This design comes from an exercise in tuning for small area, a short achievable clock period and few clock cycles per item on the open sky130 flow, not from production work. Function was checked by simulation only, so behaviour that the tests miss may differ from the original. No activity file was given, so power comes from the tool's default toggle rates.

File: config.mk
export PLATFORM = sky130hd
export DESIGN_NAME = exec_unit
export DESIGN_NICKNAME = exec_unit
export VERILOG_FILES = /design/flow/design.v
export SDC_FILE = /design/flow/constraint.sdc
export NUM_CORES = 4
export LEC_CHECK = 0
export CAP_MARGIN = 20
export CORE_MARGIN = 2
export CORE_UTILIZATION = 40
export SETUP_SLACK_MARGIN = 2.5
export SLEW_MARGIN = 20
File: constraint.sdc
create_clock -name core_clock -period 8.0 [get_ports {clk}]
set_input_delay 1.6000 -clock core_clock [delete_from_list [all_inputs] [get_ports {clk}]]
set_output_delay 1.6000 -clock core_clock [all_outputs]
set_load 0.01 [all_outputs]
File: design.v
module exec_unit (
  input  logic        clk,
  input  logic        reset,
  input  logic        valid_in,
  input  logic [3:0]  Aluop,
  input  logic [1:0]  SHTOp,
  input  logic [31:0] srca,
  input  logic [31:0] srcb,
  input  logic [4:0]  shamt,
  input  logic        shvar,
  input  logic        mfhi,
  input  logic        mflo,
  output logic [31:0] result,
  output logic        valid_out,
  output logic        overflow,
  output logic        busy,
  output logic [31:0] hi,
  output logic [31:0] lo
);
  localparam logic [3:0] OP_ADDU = 4'b0000;
  localparam logic [3:0] OP_ADD  = 4'b0001;
  localparam logic [3:0] OP_SUBU = 4'b0010;
  localparam logic [3:0] OP_SUB  = 4'b0011;
  localparam logic [3:0] OP_AND  = 4'b0100;
  localparam logic [3:0] OP_OR   = 4'b0101;
  localparam logic [3:0] OP_NOR  = 4'b0110;
  localparam logic [3:0] OP_XOR  = 4'b0111;
  localparam logic [3:0] OP_SLTU = 4'b1000;
  localparam logic [3:0] OP_SLT  = 4'b1001;
  localparam logic [3:0] OP_MULT = 4'b1010;
  localparam logic [3:0] OP_MULU = 4'b1011;
  localparam logic [3:0] OP_DIV  = 4'b1100;
  localparam logic [3:0] OP_DIVU = 4'b1101;
  localparam logic [3:0] OP_LUI  = 4'b1110;
  localparam logic [1:0] SH_SLL = 2'b01;
  localparam logic [1:0] SH_SRL = 2'b10;
  localparam logic [1:0] SH_SRA = 2'b11;
  typedef enum logic [2:0] {S_IDLE, S_MUL, S_DSET, S_DIV, S_FIX} state_t;
  state_t      r_state;
  logic [31:0] r_result;
  logic        r_valid_out;
  logic        r_overflow;
  logic        r_busy;
  logic [31:0] r_hi;
  logic [31:0] r_lo;
  logic        r_neg_q;      
  logic        r_neg_r;      
  logic [31:0] r_a;          
  logic [33:0] r_b;          
  logic [5:0]  r_bsel;       
  logic [4:0]  r_cnt;        
  logic [4:0]  w_amt;
  logic        w_is_md;
  logic        w_md_signed;
  logic        w_b_zero;
  logic [31:0] w_result;
  logic        w_overflow;
  logic [2:0]  w_mdig;
  logic [31:0] w_nega;
  logic [31:0] w_negb;
  logic        w_fix;
  logic [31:0] w_absa;
  logic        w_sa;
  logic        w_sb;
  logic        w_a_zero;
  assign w_amt       = shvar ? srca[4:0] : shamt;
  assign w_md_signed = !Aluop[0];
  assign w_b_zero    = (srcb == 32'd0);
  assign w_a_zero    = (srca == 32'd0);
  assign w_fix       = (r_state == S_FIX);
  assign w_nega      = 32'd0 - (w_fix ? r_hi : srca);
  assign w_negb      = 32'd0 - (w_fix ? r_lo : srcb);
  assign w_sa        = w_md_signed && srca[31];
  assign w_sb        = w_md_signed && srcb[31];
  assign w_absa      = w_sa ? w_nega : srca;
  assign w_is_md     = !mfhi && !mflo && (SHTOp == 2'b00) &&
                       ((Aluop == OP_MULT) || (Aluop == OP_MULU) ||
                        (Aluop == OP_DIV)  || (Aluop == OP_DIVU));
  always_comb begin
    logic [31:0] m;
    w_mdig = 3'd7;
    for (int n = 7; n >= 1; n--) begin
      m = 32'hFFFF_FFFF << (4*n);
      if ((srcb & m) == (w_sb ? m : 32'd0)) w_mdig = n - 1;
    end
  end
  logic        w_sub;
  logic [31:0] w_bx;
  logic [32:0] w_add;
  logic        w_lt_u;
  logic        w_lt_s;
  logic [32:0] w_sh_ext;
  logic [32:0] w_sh_full;
  logic [31:0] w_sh_l;
  logic [31:0] w_shift;
  logic        w_sel_hi, w_sel_lo, w_sel_sh, w_sel_alu;
  assign w_sub  = (Aluop == OP_SUBU) || (Aluop == OP_SUB) ||
                  (Aluop == OP_SLTU) || (Aluop == OP_SLT);
  assign w_bx   = w_sub ? ~srcb : srcb;
  assign w_add  = {1'b0, srca} + {1'b0, w_bx} + {32'd0, w_sub};
  assign w_lt_u = !w_add[32];
  assign w_lt_s = (srca[31] ^ srcb[31]) ? srca[31] : w_add[31];
  assign w_sh_ext  = {(SHTOp == SH_SRA) & srcb[31], srcb};
  assign w_sh_full = $signed(w_sh_ext) >>> w_amt;
  assign w_sh_l    = srcb << w_amt;
  assign w_shift   = (SHTOp == SH_SLL) ? w_sh_l : w_sh_full[31:0];
  assign w_sel_hi  = mfhi;
  assign w_sel_lo  = !mfhi && mflo;
  assign w_sel_sh  = !mfhi && !mflo && (SHTOp != 2'b00);
  assign w_sel_alu = !mfhi && !mflo && (SHTOp == 2'b00);
  logic [31:0] w_alu;
  always_comb begin
    case (Aluop)
      OP_ADDU, OP_ADD, OP_SUBU, OP_SUB: w_alu = w_add[31:0];
      OP_AND:  w_alu = srca & srcb;
      OP_OR:   w_alu = srca | srcb;
      OP_NOR:  w_alu = ~(srca | srcb);
      OP_XOR:  w_alu = srca ^ srcb;
      OP_SLTU: w_alu = {31'd0, w_lt_u};
      OP_SLT:  w_alu = {31'd0, w_lt_s};
      OP_LUI:  w_alu = {srcb[15:0], 16'h0000};
      default: w_alu = 32'd0;
    endcase
  end
  assign w_result = ({32{w_sel_hi}}  & r_hi)    |
                    ({32{w_sel_lo}}  & r_lo)    |
                    ({32{w_sel_sh}}  & w_shift) |
                    ({32{w_sel_alu}} & w_alu);
  assign w_overflow = w_sel_alu && ((Aluop == OP_ADD) || (Aluop == OP_SUB)) &&
                      (srca[31] == w_bx[31]) && (w_add[31] != srca[31]);
  function automatic logic [2:0] f_booth(input logic [2:0] t);
    case (t)
      3'b001, 3'b010: f_booth = 3'b001;
      3'b011:         f_booth = 3'b010;
      3'b100:         f_booth = 3'b110;
      3'b101, 3'b110: f_booth = 3'b101;
      default:        f_booth = 3'b000;
    endcase
  endfunction
  logic [33:0]  w_pm_hi, w_pm_lo;
  logic [63:0]  w_r0, w_p_hi, w_p_lo;
  logic [63:0]  w_cs_ms, w_cs_mc;
  logic [63:0]  w_mul_next;
  assign w_pm_hi = r_bsel[3] ? {2'b00, r_a} : r_bsel[4] ? {1'b0, r_a, 1'b0} : 34'd0;
  assign w_pm_lo = r_bsel[0] ? {2'b00, r_a} : r_bsel[1] ? {1'b0, r_a, 1'b0} : 34'd0;
  assign w_p_hi  = {{28{r_bsel[5]}}, w_pm_hi ^ {34{r_bsel[5]}}, 2'b00};
  assign w_p_lo  = {{30{r_bsel[2]}}, w_pm_lo ^ {34{r_bsel[2]}}};
  assign w_r0    = {r_hi[27:0], r_lo, 1'b0, r_bsel[5], 1'b0, r_bsel[2]};
  assign w_cs_ms = w_r0 ^ w_p_hi ^ w_p_lo;
  assign w_cs_mc = ((w_r0 & w_p_hi) | (w_r0 & w_p_lo) | (w_p_hi & w_p_lo)) << 1;
  assign w_mul_next = w_cs_ms + w_cs_mc;
  logic [32:0] w_bp_x, w_rb_x;
  logic [4:0]  w_top5, w_next5;
  logic [2:0]  w_bt_hi, w_bt_lo, w_bn_hi, w_bn_lo;
  logic        w_acc_pos, w_acc_neg;
  assign w_bp_x  = {srcb, 1'b0} >> (4 * w_mdig);
  assign w_rb_x  = {r_b[31:0], 1'b0} >> (4 * (r_cnt[2:0] - 3'd1));
  assign w_top5  = w_bp_x[4:0];
  assign w_next5 = w_rb_x[4:0];
  assign w_bt_hi = f_booth(w_top5[4:2]) ^ {w_sa, 2'b00};
  assign w_bt_lo = f_booth(w_top5[2:0]) ^ {w_sa, 2'b00};
  assign w_bn_hi = f_booth(w_next5[4:2]) ^ {r_neg_r, 2'b00};
  assign w_bn_lo = f_booth(w_next5[2:0]) ^ {r_neg_r, 2'b00};
  assign w_acc_pos = w_sa ? (!w_top5[4] && w_sb) : (w_top5[4] && !w_sb);
  assign w_acc_neg = w_sa ? (w_top5[4] && !w_sb) : (!w_top5[4] && w_sb);
  function automatic logic [5:0] f_bitlen(input logic [31:0] x);
    f_bitlen = 6'd0;
    for (int i = 0; i < 32; i++)
      if (x[i]) f_bitlen = i + 1;
  endfunction
  logic [5:0]  w_la;
  logic [5:0]  w_lb;
  logic [5:0]  w_ldiff;
  assign w_la    = f_bitlen(r_hi);
  assign w_lb    = f_bitlen(r_b[31:0]);
  assign w_ldiff = w_la - w_lb;
  logic [35:0] w_x, w_y, w_z, w_cs_s, w_cs_c;
  logic [35:0] w_sub1;
  logic [35:0] w_sub2a;
  logic [35:0] w_sub2b;
  logic        w_q1;
  logic        w_q2;
  logic [31:0] w_rem2;
  assign w_x     = {4'b0000, r_hi};
  assign w_y     = ~{2'b00, r_b};
  assign w_z     = ~{3'b000, r_b[33:1]};
  assign w_cs_s  = w_x ^ w_y ^ w_z;
  assign w_cs_c  = ((w_x & w_y) | (w_x & w_z) | (w_y & w_z)) << 1;
  assign w_sub1  = w_x - {2'b00, r_b};
  assign w_sub2a = w_cs_s + w_cs_c + 36'd2;
  assign w_sub2b = w_x - {3'b000, r_b[33:1]};
  assign w_q1    = !w_sub1[35];
  assign w_q2    = w_q1 ? !w_sub2a[35] : !w_sub2b[35];
  always_comb begin
    case ({w_q1, w_q2})
      2'b11:   w_rem2 = w_sub2a[31:0];
      2'b10:   w_rem2 = w_sub1[31:0];
      2'b01:   w_rem2 = w_sub2b[31:0];
      default: w_rem2 = r_hi;
    endcase
  end
  always_ff @(posedge clk) begin
    r_result   <= w_result;
    r_overflow <= w_overflow;
  end
  always_ff @(posedge clk) begin
    r_valid_out <= 1'b0;
    case (r_state)
      S_IDLE: begin
        if (valid_in) begin
          if (w_is_md) begin
            r_neg_q <= w_sa ^ w_sb;
            r_neg_r <= w_sa;
            r_a     <= w_absa;
            if (Aluop[2]) begin
              r_b  <= {2'b00, w_sb ? w_negb : srcb};
              r_lo <= w_b_zero ? 32'hFFFF_FFFF : 32'd0;
              if (w_b_zero) begin
                r_hi <= srca;
              end else begin
                r_hi    <= w_absa;
                r_state <= S_DSET;
                r_busy  <= 1'b1;
              end
            end else begin
              r_b   <= {2'b00, srcb};
              r_bsel <= {w_bt_hi, w_bt_lo};
              if (w_acc_neg) begin
                r_hi <= {32{!w_a_zero}};
                r_lo <= w_sa ? srca : w_nega;
              end else if (w_acc_pos) begin
                r_hi <= 32'd0;
                r_lo <= w_absa;
              end else begin
                r_hi <= 32'd0;
                r_lo <= 32'd0;
              end
              r_cnt <= {2'b00, w_mdig};
              if (!w_b_zero) begin
                r_state <= S_MUL;
                r_busy  <= 1'b1;
              end
            end
          end else begin
            r_valid_out <= 1'b1;
          end
        end
      end
      S_MUL: begin
        {r_hi, r_lo} <= w_mul_next;
        r_cnt <= r_cnt - 5'd1;
        r_bsel <= {w_bn_hi, w_bn_lo};
        if (r_cnt[2:0] == 3'd0) begin
          r_state <= S_IDLE;
          r_busy  <= 1'b0;
        end
      end
      S_DSET: begin
        if (w_la < w_lb) begin
          if (r_neg_r) begin
            r_state <= S_FIX;
          end else begin
            r_state <= S_IDLE;
            r_busy  <= 1'b0;
          end
        end else begin
          r_b     <= r_b << {w_ldiff[4:1], 1'b1};
          r_cnt   <= {1'b0, w_ldiff[4:1]};
          r_state <= S_DIV;
        end
      end
      S_DIV: begin
        r_hi  <= w_rem2;
        r_lo  <= {r_lo[29:0], w_q1, w_q2};
        r_b   <= {2'b00, r_b[33:2]};
        r_cnt <= r_cnt - 5'd1;
        if (r_cnt == 5'd0) begin
          if (r_neg_q || r_neg_r) begin
            r_state <= S_FIX;
          end else begin
            r_state <= S_IDLE;
            r_busy  <= 1'b0;
          end
        end
      end
      S_FIX: begin
        if (r_neg_r) r_hi <= w_nega;
        if (r_neg_q) r_lo <= w_negb;
        r_state <= S_IDLE;
        r_busy  <= 1'b0;
      end
      default: begin
        r_state <= S_IDLE;
        r_busy  <= 1'b0;
      end
    endcase
    if (reset) begin
      r_state     <= S_IDLE;
      r_valid_out <= 1'b0;
      r_busy      <= 1'b0;
      r_hi        <= 32'd0;
      r_lo        <= 32'd0;
    end
  end
  assign result    = r_result;
  assign valid_out = r_valid_out;
  assign overflow  = r_overflow;
  assign busy      = r_busy;
  assign hi        = r_hi;
  assign lo        = r_lo;
endmodule
File: run.sh
#!/bin/bash
# synth_recipe.tcl (not shown) runs the flow's synth.tcl, then flattens the netlist and writes it again
# the make line also repeats each setting of config.mk as NAME=value (left out here)
make -C /OpenROAD-flow-scripts/flow DESIGN_CONFIG=/design/flow/config.mk WORK_HOME=/design/flow/orfs CLKGATE_MAP_FILE= SYNTH_SCRIPT=/design/flow/synth_recipe.tcl finish
==> metrics.csv <==
metric,value,unit
synth-seq-cells,181,
cts_buffers,17,
hold_path.startpoint,r_busy,
synth_area_leader_cell,ha_1,
syn_avg_cell_area,7.318,um2
vias_per_cell,7.071,
clk_latency,0.55,ns
clockBufferDepth,2,
required,8.28,ns
skew,0.02504,ns
wirelength,207.0,mm
grt_max_degree,135,
syn2layout_area_growth,14.21,%
num_vias,43700,
rows,109,
initialDrtViolationCount,7703,
hpwlAfterDp,157.3,mm
gp_congestion,1.112,
track_usage,42.74,%
worstHoldPathType,reg2reg,
crit_arrival,5.85,ns
critPathLaunchType,input port,
finalNonFillerCells,6181,
cts-root-buf,clkbuf_16,
mostFrequentLayoutCell,nor2_1,
grt_pass1_wl,289.0,mm
power.leakage,16.37,nW
setup_viol,0,
cp_max_fo,17,
path_common_cell,buf_4,
cts.sinks,181,
chipWidth,303.9,um
worstReg2RegEnd,r_b[29],
syn-instance-count,4915,
coreArea,88780,um2
cts_hold_buffers,0,
path_class,in2reg,
drive_above_1_share,10.02,%
max_stage_delay,0.78,ns
dieHeight,303.9,um
status,no timing/DRC/antenna violations,
power_density,578.8,nW/um2
top_level_ports,180,
hold_path_depth,2,
wl_per_cell,33.49,um
grt-ovfl-total,0,
fmax,179.5,MHz
ys.flop_type,dfxtp_1,
drc,0,
min_period,5.572,ns
tns,0,ns
ys_warn_count,1,
cpMaxStageDelayCell,a2111oi_0,
synthTopCellsByArea,"ha_1 10%, edfxtp_1 6.6%, a21oi_1 6.5%, xnor2_1 5.9%, dfxtp_1 5.7%",
yosys.area.top_type_share,10.44,%
r2r.worst_path.cells,17,
first_pass_iters,14,
antenna_found_initial,15,
htree_num_levels,4,
hold_viol,0,
nets,5475,
holdPathEnd,r_busy,
place_area,39630,um2
hold_ws,0.6208,ns
initial_core_util,40.51,%
synth_edf_count,79,
rrSetupSlack,2.57,ns
timing.rr.start,r_hi[4],
port_buffers,179,
async_reset_ff_share,0,%
cp_cell_sequence,clkdlybuf4s50_1 -> buf_4 -> or3_1 -> or4_1 -> nor3_1 -> a21oi_1 -> nor4_4 -> buf_4 -> o21ai_2 -> nor2_1 -> nor2_1 -> a2111oi_0 -> buf_4 -> a211oi_1,
dieArea,92340,um2
seq_area_frac_synth,12.27,%
dp.cells,6100,
final_area,41080,um2
timing.final.crit_share,69.65,%
slew_headroom,13.82,%
ys_types,103,
grt_pass1_vias,39150,
fin_util,46.27,%
worst_slew_pin_slew,1.268,ns
clk_pin_slew,0.09,ns
final_max_slew_viol_count,0,
syn_nets,5392,
worstSetupEndpointType,register,
cts_tree,built,
rsz0062_at_grt,false,
synth.cell_area,35970,um2
drv_cap,0,
mostFrequentLayoutCells,"458 x nor2_1, 457 x a21oi_1, 450 x nand2_1",
ant_nets,0,
peakVddDrop,870.3,uV
worst max-delay path: cells and delay by family:
kind                   cells  cell delay (ns)
AND/OR/NAND/NOR            6             1.76
buffers and inverters      4             1.39
AO/OA/AOI/OAI              4             1.08
worst max-delay path by stage:
stage               startpoint      endpoint  slack [ns]  cells past startpoint
finish                srcb[15]       r_b[27]        2.43                     14
global route         r_bsel[3]      r_hi[31]        2.46                     18
CTS                     r_b[3]      r_hi[24]        2.49                     17
detailed placement    Aluop[3]  r_result[30]        1.37                     16
global placement      Aluop[3]  r_result[31]        1.40                     16
floorplan            r_bsel[2]      r_hi[31]        2.44                     16
area by class of cell:
cell class | count | area, um2
multi-input combinational | 4175 | 30090
clock inverter | 15 | 221.5
inverter | 195 | 758.2
clock buffer | 17 | 425.4
tap | 1165 | 1458
antenna | 5 | 12.51
sequential | 181 | 4419
fill | 9032 | 47700
timing repair buffer | 428 | 3701
sequential cells by signal (all words and copies together), names as in the netlist:
register     count
r_b             34
r_result        32
r_cnt            5
r_a             32
r_valid_out      1
r_hi            32
r_state          3
r_busy           1
r_bsel           6
r_overflow       1
r_neg_r          1
r_lo            32
r_neg_q          1
where the power goes:
group	switching, mW	internal, mW
clock network	0.586	0.445
registers	0.443	1.28
logic	13.4	7.64
logic make-up (layout without fill, tap and decap cells):
kind of cell | count (synthesis) | count (layout) | share of synthesized area (%)
and+or+nand+nor | 1476 | 1477 | 18.97
DFF | 181 | 181 | 12.27
AOI/OAI and AO/OA | 1735 | 1736 | 31.48
xor gates and xnor gates | 330 | 331 | 8.035
buffers and inverters | 563 | 655 | 5.983
other | 0 | 5 | 0
adders and majority gates | 396 | 396 | 15.78
muxes | 234 | 235 | 7.482
timing repair:
| item | 4_1_cts | 5_1_grt |
|---|---|---|
| endpoints found under the setup margin | 90 | 122 |
| resized for setup | 42 | 75 |
| setup buffers | 19 | 21 |
| cloned | 3 | 1 |
| pin swaps | 3 | 9 |
metal layers:
metal / vias up / routed length [um] / share of wire (%) / global-route usage (%)
li1: 18470 / - / - / -
met1: 20780 / 79280 / 38 / 55.26
met2: 3551 / 79850 / 39 / 58.28
met3: 884 / 31960 / 15 / 18.23
met4: 23 / 15620 / 7.5 / 25.54
met5: - / 287 / 0.14 / 0.8786
cell usage after synthesis (95+ instances only):
cell / instances
inv_1: 191
nor3_1: 147
mux2i_1: 177
nand2_1: 453
a21oi_1: 465
fa_1: 96
dfxtp_1: 102
xnor2_1: 243
nor2_1: 467
ha_1: 300
clkbuf_1: 311
o211ai_1: 95
a21o_1: 96
o21ai_0: 393
per-stage QoR:
step | setup WS, ns | total power [mW]
floorplan | 2.442 | 14.72
global placement | 1.403 | 20.80
detailed placement | 1.372 | 20.88
CTS | 2.488 | 22.31
global route | 2.461 | 25.05
finish | 2.428 | 23.78
Testbench counts, summed over its fixed seeds: cycles 5,965, ops 3,216.

[what the ideal ports hide]
The results above use ideal ports. As a check the final layout listed here was re-extracted and re-timed, cells and wires unchanged.
Step 1: set_driving_cell puts a clkbuf_16 on clk and a buf_2 on each other input, an assumption about the parent block.
Step 2 also shifts input and output timing later by t, the mid clock arrival at the registers, as if the neighbouring blocks saw the same clock.
Three values: ideal ports, drivers, drivers and shift; two values: the first two.
shift t [ns]: 0.609
slack for setup (ns): 2.428 / 2.474 / 1.865
worst register clock-pin slew, ns: 0.11 / 0.11
cell pins on the clock port's net: 1
After both steps this run still meets setup and hold. For this run, drivers alone change the setup slack by +0.046 ns; drivers and shift together by -0.563 ns.
